Background: an optimization exercise with open tools, aiming at small area. Do not read the settings as production practice.
Only simulation tests tie the RTL to the original design; equivalence was not proved.
Power figures rest on the tool's default switching activity, not on a simulated workload.

// silent_top
module silent_top (
  input  logic        CLK,
  input  logic        rst_n,
  input  logic        update,
  input  logic [8:0]  step,
  input  logic        wr_en,
  input  logic [4:0]  wr_idx,
  input  logic [8:0]  wr_duty,
  input  logic [8:0]  wr_phase,
  output logic        busy,
  output logic        drive_valid,
  output logic [8:0]  drive_duty,
  output logic [8:0]  drive_phase,
  output logic [31:0] pwm_out
);
  logic         accept;
  logic [8:0]   tgt_duty, tgt_phase;
  logic [287:0] shd_start, shd_end;
  logic [31:0]  shd_init;
  logic         zmode;
  logic [4:0]   zpos;
  target_ram target_ram_inst (
    .CLK(CLK), .accept(accept),
    .wr_en(wr_en), .wr_idx(wr_idx), .wr_duty(wr_duty), .wr_phase(wr_phase),
    .tgt_duty(tgt_duty), .tgt_phase(tgt_phase)
  );
  silencer silencer_inst (
    .CLK(CLK), .rst_n(rst_n), .update(update), .step(step),
    .tgt_duty(tgt_duty), .tgt_phase(tgt_phase), .accept(accept), .busy(busy),
    .dout_valid(drive_valid), .dout_duty(drive_duty), .dout_phase(drive_phase),
    .shd_start(shd_start), .shd_end(shd_end), .shd_init(shd_init), .zmode(zmode), .zpos(zpos)
  );
  pwm_array pwm_array_inst (
    .CLK(CLK), .rst_n(rst_n), .shd_start(shd_start), .shd_end(shd_end), .shd_init(shd_init),
    .zmode(zmode), .zpos(zpos), .pwm_out(pwm_out)
  );
endmodule
Size: about 5400 cells after synthesis, about 2400 flip-flops, roughly 88 I/O pins, ~90000 um2 of cells after synthesis.
==> flow/config.mk <==
export PLATFORM = sky130hd
export DESIGN_NAME = silent_top
export DESIGN_NICKNAME = silent_top
export VERILOG_FILES = /design/flow/design.v
export SDC_FILE = /design/flow/constraint.sdc
export NUM_CORES = 4
export LEC_CHECK = 0
export CAP_MARGIN = 20
export CORE_MARGIN = 2
export CORE_UTILIZATION = 70
export CTS_CLUSTER_DIAMETER = 80
export CTS_CLUSTER_SIZE = 26
export SLEW_MARGIN = 20
==> flow/constraint.sdc <==
create_clock -name core_clock -period 6.0 [get_ports {CLK}]
set_input_delay 1.2000 -clock core_clock [delete_from_list [all_inputs] [get_ports {CLK}]]
set_output_delay 1.2000 -clock core_clock [all_outputs]
set_load 0.01 [all_outputs]
standard.sh (not shown) runs the stock make flow with config.mk's settings and CLKGATE_MAP_FILE= SYNTH_SCRIPT=/design/flow/synth_recipe.tcl, a recipe that flattens the netlist after the stock synthesis.
==> flow/flow/run.sh <==
#!/bin/bash
# The standard layout (the standard.sh, unchanged synthesis and steps)
# with two changes: the buffers buffer_ports puts on every input and output
# port are sky130_fd_sc_hd__buf_1 cells instead of the default choice, and
# before detailed placement flow/recover.tcl sizes down cells on paths that
# have slack to spare. ORFS writes each step's full log under orfs/logs;
# the make output goes to standard.log in this folder.
set -euo pipefail
here=$(pwd)
export BUFFER_PORTS_ARGS="-buffer_cell sky130_fd_sc_hd__buf_1"
export PRE_DETAIL_PLACE_TCL="$here/flow/recover.tcl"
bash "$here/standard.sh" > "$here/standard.log" 2>&1
==> flow/flow/recover.tcl <==
# Runs inside ORFS's detailed placement step, before detailed placement:
# size down cells on paths with positive setup slack
estimate_parasitics -placement
report_design_area
repair_timing -recover_power 100 -verbose
report_design_area
report_worst_slack
==> next run, changes <==
==> flow/flow/run.sh (replaced) <==
#!/bin/bash
# The standard layout (the standard.sh, unchanged synthesis and steps)
# with one change: the buffers buffer_ports puts on every input and output
# port are sky130_fd_sc_hd__buf_1 cells instead of the default choice.
# ORFS writes each step's full log under orfs/logs; the make output goes to
# standard.log in this folder.
set -euo pipefail
here=$(pwd)
export BUFFER_PORTS_ARGS="-buffer_cell sky130_fd_sc_hd__buf_1"
bash "$here/standard.sh" > "$here/standard.log" 2>&1
CORE_UTILIZATION = 73   (was 70)
CTS_CLUSTER_DIAMETER = 75   (was 80)
CTS_CLUSTER_SIZE = 24   (was 26)
removed: flow/flow/recover.tcl
- The new run finished with setup timing left
- sequential power barely changes
- via count went up by 7.4%
- wire length rose by 9.6%
- clock-buffer cell count rises by 20
- total power increases by 4.3%
- worst setup slack loses 0.76 ns
- design area is about the same
- area after synthesis does not change
- core utilization rises by 3.6 points
- die area went down by 4.1%
- final cell count fell by 0.53%
==> next run, changes <==
==> flow/run.sh (new file) <==
#!/bin/bash
# synth_recipe.tcl (not shown) runs the flow's synth.tcl, then flattens the netlist and writes it again
# the make line also repeats each setting of config.mk as NAME=value (left out here)
make -C /OpenROAD-flow-scripts/flow DESIGN_CONFIG=/design/flow/config.mk WORK_HOME=/design/flow/orfs CLKGATE_MAP_FILE= SYNTH_SCRIPT=/design/flow/synth_recipe.tcl finish
CORE_UTILIZATION = 55   (was 73)
CTS_CLUSTER_DIAMETER = 80   (was 75)
CTS_CLUSTER_SIZE = 20   (was 24)
removed: flow/flow/run.sh
removed: flow/standard.sh
After rerunning:
- Now the flow passed the timing, design-rule and antenna checks
- die area went up by 32%
- critical path depth went up by 1
- sequential share of layout area went down by 1.5 points
- cell area went up by 2.3%
- register-to-register slack gains 0.76 ns
- power went down by 2.6%
- hold slack loses 0.030 ns
- setup slack gains 0.76 ns
- core utilization went down by 18 points
- global-route usage went down by 16 points
==> next run, changes <==
CORE_UTILIZATION = 70   (was 55)
CTS_CLUSTER_SIZE = 26   (was 20)
Outcome: Combinational power climbs by about 4%. Area after synthesis does not change. Clock-buffer cell count drops by 53. Routed wire length climbs by about 6.5%.

[re-timing with driven ports]
The results above use ideal ports. As a check the final layouts listed here were re-extracted and re-timed, cells and wires unchanged.
Step 1: set_driving_cell puts a clkbuf_16 on CLK and a buf_2 on each other input, an assumption about the parent block.
Step 2, shift: input delay + t, output delay - t, t = (earliest + latest rising clock arrival at the registers) / 2. This alone moves slack from input paths to output paths.
a / b / c = no drivers / after step 1 / after step 2; a / b = the first two.
run | shift t [ns] | setup WS [ns] | slew at the worst register clock pin (ns) | pins driven straight from the clock port
the first run | 0.867 | 0.689 / 0.689 / 0.689 | 0.11 / 0.11 | 1
the second run | 0.861 | -0.069 / -0.069 / -0.069 | 0.12 / 0.12 | 1
the third run | 0.905 | 0.691 / 0.613 / 0.691 | 0.09 / 0.09 | 1
the fourth run | 0.881 | 0.682 / 0.669 / 0.682 | 0.11 / 0.11 | 1
